Context: an optimization exercise on an open-source flow, tuned for a short achievable clock period and few clock cycles per item. The choices shown serve that exercise and are no tape-out recipe. Function was not checked in any run shown here: the RTL went through the layout flow alone. Power figures rest on the tool's default switching activity, not on a simulated workload.

==> design/flow/design.v <==
`default_nettype none
package div_pkg;
    localparam int OP_LN = 32;           
    localparam int RB    = 4;            
    localparam int NK    = 1 << RB;      
    localparam int XW    = OP_LN + RB;   
endpackage
`default_nettype wire
`timescale 1ns/1ps
`default_nettype none
import div_pkg::*;
module div_unit (
    input  wire [XW-1:0]       x,
    input  wire [NK*XW-1:0]    mul,    
    output logic [RB-1:0]      k,
    output logic [OP_LN-1:0]   r,      
    output logic [OP_LN-1:0]   nr      
);
    logic [NK:0]      ge;              
    logic [OP_LN-1:0] d  [NK];
    logic [OP_LN-1:0] dn [NK];
    assign ge[0]  = 1'b1;
    assign ge[NK] = 1'b0;
    assign d[0]   = x[OP_LN-1:0];
    assign dn[0]  = -x[OP_LN-1:0];
    for (genvar j = 1; j < NK; j++) begin : g_cmp
        logic [XW:0] df;
        assign df    = {1'b0, x} - {1'b0, mul[j*XW +: XW]};
        assign ge[j] = ~df[XW];
        assign d[j]  = df[OP_LN-1:0];
        assign dn[j] = mul[j*XW +: OP_LN] - x[OP_LN-1:0];
    end
    always_comb begin
        k  = '0;
        r  = '0;
        nr = '0;
        for (int j = 0; j < NK; j++) begin
            if (ge[j] && !ge[j+1]) begin
                k  = k  | RB'(j);
                r  = r  | d[j];
                nr = nr | dn[j];
            end
        end
    end
endmodule
`default_nettype wire
`timescale 1ns/1ps
`default_nettype none
import div_pkg::*;
module div_top (
    input  wire              clk,
    input  wire              rst_n,
    input  wire [OP_LN-1:0]  op1,     
    input  wire [OP_LN-1:0]  op2,     
    input  wire [2:0]        funct3,
    input  wire              start,
    input  wire              ack,
    output logic [OP_LN-1:0] result,
    output logic             done
);
    function automatic [5:0] blen(input [31:0] v);
        logic [4:0] lz;
        logic [31:0] t;
        t     = v;
        lz[4] = ~|t[31:16]; t = lz[4] ? {t[15:0], 16'b0} : t;
        lz[3] = ~|t[31:24]; t = lz[3] ? {t[23:0],  8'b0} : t;
        lz[2] = ~|t[31:28]; t = lz[2] ? {t[27:0],  4'b0} : t;
        lz[1] = ~|t[31:30]; t = lz[1] ? {t[29:0],  2'b0} : t;
        lz[0] = ~t[31];
        blen  = (v == '0) ? 6'd0 : 6'd32 - {1'b0, lz};
    endfunction
    logic st_prep, st_iter;    
    logic [2:0] cnt;           
    logic busy, accept;
    assign busy   = st_prep | st_iter;
    assign accept = start & ~busy & (~done | ack);
    logic             sg, is_rem, a_neg, b_neg;
    logic [OP_LN-1:0] ap, bp;            
    logic             div0, ovfl, lt_p, eq_c2, eq_c3, mag_lt, fast;
    logic [OP_LN-1:0] fast_res;
    assign sg     = ~funct3[0];
    assign is_rem = funct3[1];
    assign a_neg  = sg & op1[OP_LN-1];
    assign b_neg  = sg & op2[OP_LN-1];
    assign ap     = op1 ^ {OP_LN{a_neg}};
    assign bp     = op2 ^ {OP_LN{b_neg}};
    assign div0  = (op2 == '0);
    assign ovfl  = sg & (op1 == {1'b1, {(OP_LN-1){1'b0}}}) & (op2 == '1);
    assign lt_p  = ap < bp;
    assign eq_c2 = ((op1 ^ op2) == '1);                                    
    assign eq_c3 = ((op1 ^ op2) == {(op1[OP_LN-2:0] | op2[OP_LN-2:0]), 1'b0});  
    assign mag_lt = (lt_p & ~(a_neg & ~b_neg & eq_c3)) | (~a_neg & b_neg & eq_c2);
    assign fast  = div0 | ovfl | mag_lt;
    always_comb begin
        if (is_rem) fast_res = ovfl ? '0 : op1;
        else        fast_res = div0 ? '1 : (ovfl ? op1 : '0);
    end
    logic [OP_LN-1:0] a_q, b_q;      
    logic [5:0]       la_q, lb_q;    
    logic             a_neg_q, q_neg_q, is_rem_q;
    always_ff @(posedge clk) begin
        if (!busy) begin
            a_q      <= a_neg ? -op1 : op1;
            b_q      <= b_neg ? -op2 : op2;
            la_q     <= blen(ap) + {5'b0, a_neg};
            lb_q     <= blen(bp | 32'd1);        
            a_neg_q  <= a_neg;
            q_neg_q  <= a_neg ^ b_neg;
            is_rem_q <= is_rem;
        end
    end
    logic [5:0]       dl;
    logic [2:0]       m;             
    logic [XW-1:0]    x0;
    logic [OP_LN-1:0] dsh0;          
    logic [NK*XW-1:0] mul_c;         
    logic [XW-1:0]    m11s, m11c, m13s, m13c;
    logic [RB-1:0]    k0;
    logic [OP_LN-1:0] r0, nr0;
    assign dl = la_q - lb_q;
    always_comb begin
        if (dl[5])            m = 3'd0;   
        else if (dl < 6'd4)   m = 3'd0;
        else if (dl < 6'd12)  m = 3'd1;
        else if (dl < 6'd20)  m = 3'd2;
        else if (dl < 6'd28)  m = 3'd3;
        else                  m = 3'd4;
    end
    always_comb begin
        case (m)
            3'd0:    begin x0 = XW'(a_q);          dsh0 = a_q;         end
            3'd1:    begin x0 = XW'(a_q >> 8);     dsh0 = a_q << 24;   end
            3'd2:    begin x0 = XW'(a_q >> 16);    dsh0 = a_q << 16;   end
            3'd3:    begin x0 = XW'(a_q >> 24);    dsh0 = a_q << 8;    end
            default: begin x0 = '0;                dsh0 = a_q;         end
        endcase
    end
    assign m11s = XW'(b_q) ^ (XW'(b_q) << 1) ^ (XW'(b_q) << 3);
    assign m11c = ((XW'(b_q) & (XW'(b_q) << 1)) | (XW'(b_q) & (XW'(b_q) << 3)) |
                   ((XW'(b_q) << 1) & (XW'(b_q) << 3))) << 1;
    assign m13s = XW'(b_q) ^ (XW'(b_q) << 2) ^ (XW'(b_q) << 3);
    assign m13c = ((XW'(b_q) & (XW'(b_q) << 2)) | (XW'(b_q) & (XW'(b_q) << 3)) |
                   ((XW'(b_q) << 2) & (XW'(b_q) << 3))) << 1;
    logic [XW-1:0] bq;
    assign bq = XW'(b_q);
    always_comb begin
        mul_c[0*XW  +: XW] = '0;
        mul_c[1*XW  +: XW] = bq;
        mul_c[3*XW  +: XW] = bq + (bq << 1);
        mul_c[5*XW  +: XW] = bq + (bq << 2);
        mul_c[7*XW  +: XW] = (bq << 3) - bq;
        mul_c[9*XW  +: XW] = (bq << 3) + bq;
        mul_c[11*XW +: XW] = m11s + m11c;
        mul_c[13*XW +: XW] = m13s + m13c;
        mul_c[15*XW +: XW] = (bq << 4) - bq;
        for (int j = 2; j < NK; j += 2) mul_c[j*XW +: XW] = mul_c[(j/2)*XW +: XW] << 1;
    end
    div_unit u_d0 (.x(x0), .mul(mul_c), .k(k0), .r(r0), .nr(nr0));
    logic [NK*XW-1:0] mul_q, mul_i;
    logic [OP_LN-1:0] rem_q, dsh_q, quo_q, quom_q;
    logic [XW-1:0]    x1, x2;
    logic [RB-1:0]    k1, k2;
    logic [OP_LN-1:0] r1, nr1, r2, nr2;
    logic [2*RB-1:0]  dig;
    logic [OP_LN-1:0] quo_n, quom_n;
    always_comb begin
        mul_i = mul_q;
        mul_i[0 +: XW] = '0;
        for (int j = 2; j < NK; j += 2) mul_i[j*XW +: XW] = mul_i[(j/2)*XW +: XW] << 1;
    end
    assign x1 = {rem_q, dsh_q[OP_LN-1 -: RB]};
    div_unit u_d1 (.x(x1), .mul(mul_i), .k(k1), .r(r1), .nr(nr1));
    assign x2 = {r1, dsh_q[OP_LN-RB-1 -: RB]};
    div_unit u_d2 (.x(x2), .mul(mul_i), .k(k2), .r(r2), .nr(nr2));
    assign dig    = {k1, k2};
    assign quo_n  = {quo_q[OP_LN-2*RB-1:0], dig};
    assign quom_n = (dig != '0) ? {quo_q[OP_LN-2*RB-1:0], dig - 1'b1}
                                : {quom_q[OP_LN-2*RB-1:0], {(2*RB){1'b1}}};
    always_ff @(posedge clk) begin
        if (st_prep) begin
            for (int j = 1; j < NK; j += 2) mul_q[j*XW +: XW] <= mul_c[j*XW +: XW];
            rem_q  <= r0;
            dsh_q  <= dsh0;
            quo_q  <= OP_LN'(k0);
            quom_q <= OP_LN'(k0) - 1'b1;
        end else if (st_iter) begin
            rem_q  <= r2;
            dsh_q  <= dsh_q << (2*RB);
            quo_q  <= quo_n;
            quom_q <= quom_n;
        end
    end
    logic [OP_LN-1:0] fin_p, fin_i;
    assign fin_p = is_rem_q ? (a_neg_q ? nr0 : r0) : (q_neg_q ? ~(OP_LN'(k0) - 1'b1) : OP_LN'(k0));
    assign fin_i = is_rem_q ? (a_neg_q ? nr2 : r2) : (q_neg_q ? ~quom_n : quo_n);
    always_ff @(posedge clk) begin
        if (accept && fast)                      result <= fast_res;
        else if (st_prep && (m == 3'd0))         result <= fin_p;
        else if (st_iter && (cnt == 3'd1))       result <= fin_i;
    end
    always_ff @(posedge clk or negedge rst_n) begin
        if (!rst_n) begin
            st_prep <= 1'b0;
            st_iter <= 1'b0;
            cnt     <= '0;
            done    <= 1'b0;
        end else begin
            if (accept) begin
                done    <= fast;
                st_prep <= ~fast;
            end else if (ack) begin
                done    <= 1'b0;
            end
            if (st_prep) begin
                st_prep <= 1'b0;
                if (m == 3'd0) begin
                    done <= 1'b1;
                end else begin
                    st_iter <= 1'b1;
                    cnt     <= m;
                end
            end
            if (st_iter) begin
                cnt <= cnt - 1'b1;
                if (cnt == 3'd1) begin
                    st_iter <= 1'b0;
                    done    <= 1'b1;
                end
            end
        end
    end
endmodule
`default_nettype wire
==> design/flow/run.sh <==
#!/bin/bash
# synth_recipe.tcl (not shown) runs the flow's synth.tcl, then flattens the netlist and writes it again
# the make line also repeats each setting of config.mk as NAME=value (left out here)
make -C /OpenROAD-flow-scripts/flow DESIGN_CONFIG=/design/flow/config.mk WORK_HOME=/design/flow/orfs CLKGATE_MAP_FILE= SYNTH_SCRIPT=/design/flow/synth_recipe.tcl finish
==> design/flow/config.mk <==
export PLATFORM = sky130hd
export DESIGN_NAME = div_top
export DESIGN_NICKNAME = div_top
export VERILOG_FILES = /design/flow/design.v
export SDC_FILE = /design/flow/constraint.sdc
export NUM_CORES = 4
export LEC_CHECK = 0
export ABC_CLOCK_PERIOD_IN_PS = 4000
export CAP_MARGIN = 20
export CORE_MARGIN = 2
export CORE_UTILIZATION = 40
export SLEW_MARGIN = 20
==> design/flow/constraint.sdc <==
create_clock -name core_clock -period 17.5 [get_ports {clk}]
set_input_delay 3.5000 -clock core_clock [delete_from_list [all_inputs] [get_ports {clk}]]
set_output_delay 3.5000 -clock core_clock [all_outputs]
set_load 0.01 [all_outputs]
==> results of run 1 <==
==> power groups by stage <==
stage / clock [W] / sequential, W / combinational [W]
2_1_floorplan: 0 / 0.00283 / 0.0759
3_3_place_gp: 0 / 0.00287 / 0.131
3_5_place_dp: 0 / 0.00288 / 0.131
4_1_cts: 0.00159 / 0.00286 / 0.132
==> cell usage after synthesis (148+ instances only) <==
| master | number |
|---|---|
| nor2_1 | 1594 |
| o22ai_1 | 203 |
| a31oi_1 | 251 |
| edfxtp_1 | 467 |
| a21o_1 | 1175 |
| nand2b_1 | 377 |
| nand2_1 | 1533 |
| and3_1 | 228 |
| xnor2_1 | 1556 |
| a21oi_1 | 2481 |
| nor2b_1 | 281 |
| a211oi_1 | 276 |
| nor3_1 | 489 |
| o21a_1 | 351 |
| o21ai_0 | 1463 |
| nand4_1 | 382 |
| o21bai_1 | 377 |
| clkbuf_1 | 1126 |
| nand3_1 | 503 |
| ha_1 | 2591 |
| a221oi_1 | 284 |
| nor4_1 | 148 |
| o31ai_1 | 170 |
| o211ai_1 | 207 |
| inv_1 | 1164 |
| a22oi_1 | 197 |
| xor2_1 | 771 |
| or3_1 | 167 |
==> cells by family after synthesis <==
| family | after synthesis | synth area share [%] |
|---|---|---|
| AO/OA/AOI/OAI | 8759 | 34.5 |
| AND/OR/NAND/NOR | 6252 | 18.3 |
| adder cells (fa/ha/maj) | 2682 | 20.4 |
| buffers and inverters | 2412 | 5.43 |
| XOR/XNOR | 2327 | 12.2 |
| flip-flops | 493 | 8.69 |
| multiplexers | 84 | 0.516 |
==> metrics by stage <==
| step | setup slack [ns] | hold WS, ns | total power (W) | std cells | instance area, µm² |
|---|---|---|---|---|---|
| after floorplan | 6.01 | 0.475 | 0.0787 | 23000 | 168000 |
| after global placement | 3.08 | 0.496 | 0.134 | 28200 | 178000 |
| after detailed placement | 3.10 | 0.500 | 0.134 | 28200 | 178000 |
| after CTS | 3.04 | 0.509 | 0.136 | 28300 | 181000 |
==> layer usage <==
layer | overflow | track usage [%]
met4 | 36 | 65.8
met1 | 0 | 62.5
met3 | 2 | 32.6
met5 | 0 | 7.58
met2 | 35 | 85.6
==> worst max-delay path by stage <==
stage	to	depth (start not counted)
after floorplan	dsh_q[0]	3
after global placement	result[14]	34
after detailed placement	result[23]	37
after CTS	result[23]	37
==> impl_metrics.tcl, run 1 <==
set metrics [dict create \
    numCtsBuffers 71 \
    grt_pass1_wl_um 1810000 \
    grt_pass1_vias 208000 \
    synth-edff-count 467 \
    num_rows 237 \
    async_flop_share_pct 1.22 \
    stop_error "[ERROR GRT-0116] Global routing finished with congestion. Check the congestion regions in the DRC Viewer." \
    syn_area_um2 168000 \
    ctsResizeCount 0 \
    status "stopped before the end" \
    post-cts-setup-buffers 0 \
    ys_types 110 \
    die_x_um 651 \
    yosysSeqAreaShare_pct 8.69 \
    syn_nets 25800 \
    portBuffers 102 \
    synth_top_area_share_pct 19.3 \
    failing_step "global routing (5_1_grt)" \
    ys_ff_latch 493 \
    cts_htree_levels 3 \
    clock_sinks 493 \
    io_pins 104 \
    grt_usage_pct 61.5 \
    yosysTopAreaCell "ha_1" \
    dp_hpwl_um 1050000 \
    grt_max_degree 135 \
    globalRouteOverflowTotal 73 \
    finalWeightedCongestion 1.23 \
    ctsHoldBuffers 0 \
    synth_top_flop_cell "edfxtp_1" \
    clock_path_buffers 4 \
    synth.area.top_cells "ha_1 (19%), edfxtp_1 (8.4%), xnor2_1 (8.1%)" \
    cts-root-buf "clkbuf_16" \
    start_util_pct 40.2 \
    syn_avg_cell_area_um2 7.29 \
    syn_inst 23000 \
    chipHeight_um 651 \
    yosysWarnings 4 \
]
==> run 2, diff against run 1 <==
==> design/flow/flow/run.sh (new file) <==
#!/bin/bash
# The standard layout, with timing repair aimed well below the clock period:
# the constraints (clock period, input/output delays, loads) are the standard flow's unchanged;
# only the slack margin that repair_timing aims for is raised
set -euo pipefail
bash standard.sh SETUP_SLACK_MARGIN=11.5 finish > flow_make.log 2>&1
==> design/flow/standard.sh (new file) <==
#!/bin/bash
# synth_recipe.tcl (not shown) runs the flow's synth.tcl, then flattens the netlist and writes it again
# the make line also repeats each setting of config.mk as NAME=value (left out here)
make -C /OpenROAD-flow-scripts/flow DESIGN_CONFIG=/design/flow/config.mk WORK_HOME=/design/flow/orfs CLKGATE_MAP_FILE= SYNTH_SCRIPT=/design/flow/synth_recipe.tcl "${@:-finish}"
--- a/design/flow/config.mk
+++ b/design/flow/config.mk
@@ -5,7 +5,6 @@
 export SDC_FILE = /design/flow/constraint.sdc
 export NUM_CORES = 4
 export LEC_CHECK = 0
-export ABC_CLOCK_PERIOD_IN_PS = 4000
 export CAP_MARGIN = 20
 export CORE_MARGIN = 2
 export CORE_UTILIZATION = 40
removed: design/flow/run.sh
==> run 2 against run 1 <==
Effect of this change:
- the run again fails in global routing (5_1_grt)
- synthesized area did not move
- synthesized cell count did not move
==> impl_metrics.tcl, run 2 <==
set metrics [dict create \
    die_x_um 651 \
    ys_ff_latch 493 \
    grt_pass1_wl_um 2080000 \
    ys_types 110 \
    syn_avg_cell_area_um2 7.29 \
    finalWeightedCongestion 1.27 \
    globalRouteOverflowTotal 1648 \
    grt_pass1_vias 228000 \
    syn_area_um2 168000 \
    cts_htree_levels 3 \
    status "stopped before the end" \
    yosysMostFrequentCell "ha_1" \
    grt_max_degree 94 \
    synth_commonest_cells "ha_1 (2591), a21oi_1 (2481), nor2_1 (1594)" \
    clock_path_buffers 3 \
    dp_hpwl_um 1020000 \
    yosysSeqAreaShare_pct 8.69 \
    failing_step "global routing (5_1_grt)" \
    start_util_pct 40.2 \
    cts-root-buf "clkbuf_16" \
    portBuffers 102 \
    grt_usage_pct 68.7 \
    stop_error "[ERROR GRT-0116] Global routing finished with congestion. Check the congestion regions in the DRC Viewer." \
    dpl_worst_slack_ns 3.81 \
    synth.area.top_cells "ha_1 (19%), edfxtp_1 (8.4%), xnor2_1 (8.1%)" \
    clock_sinks 493 \
    synth-edff-count 467 \
    num_rows 237 \
    yosysTopAreaCell "ha_1" \
    syn_inst 23000 \
    yosysWarnings 4 \
    ctsHoldBuffers 0 \
    synth_top_area_share_pct 19.3 \
    io_pins 104 \
    synth_top_flop_cell "edfxtp_1" \
    async_flop_share_pct 1.22 \
    syn_nets 25800 \
    numCtsBuffers 69 \
    chipHeight_um 651 \
]
[run 2: cell counts after synthesis]
No cell type changed its count.
[run 2: worst min-delay path by stage]
stage                     startpoint  endpoint  slack [ns]  cells past startpoint
after floorplan               cnt[0]    cnt[0]        0.47                      1
after global placement        cnt[0]    cnt[0]        0.50                      1
after detailed placement      cnt[0]    cnt[0]        0.51                      1
after CTS                     cnt[0]    cnt[0]        0.52                      1
[run 2: power groups by stage]
stage	Clock [W]	Combinational, W	Sequential [W]
after CTS	0.00156	0.148	0.00272
after detailed placement	0	0.133	0.00281
after global placement	0	0.133	0.00279
after floorplan	0	0.0769	0.00282
[run 2: logic make-up after synthesis]
group           after synthesis  synth area share [%]
flops                       493                  8.69
buf+inv                    2412                  5.43
compound gates             8759                  34.5
xor+xnor                   2327                  12.2
mux                          84                 0.516
simple gates               6252                  18.3
fa+ha+maj                  2682                  20.4
[run 2: routing by layer]
metal | global-route usage (%) | overflow
met1 | 71.0 | 7
met2 | 86.5 | 933
met3 | 50.5 | 8
met4 | 64.1 | 700
met5 | 21.8 | 0
[run 2: per-stage QoR]
step / util, % / cell area (µm²) / total power [W] / cells / hold WS [ns]
global placement: 43.0 / 179000 / 0.136 / 28100 / 0.497
CTS: 47.9 / 200000 / 0.152 / 29100 / 0.519
detailed placement: 43.0 / 179000 / 0.136 / 28100 / 0.512
floorplan: - / 170000 / 0.0797 / 23000 / 0.475
[run 2: timing repair]
action	4_1_cts
endpoints found under the setup margin	149
cloned	35
resized for setup	2330
pin swaps	536
hold endpoints to repair	0
setup buffers	794
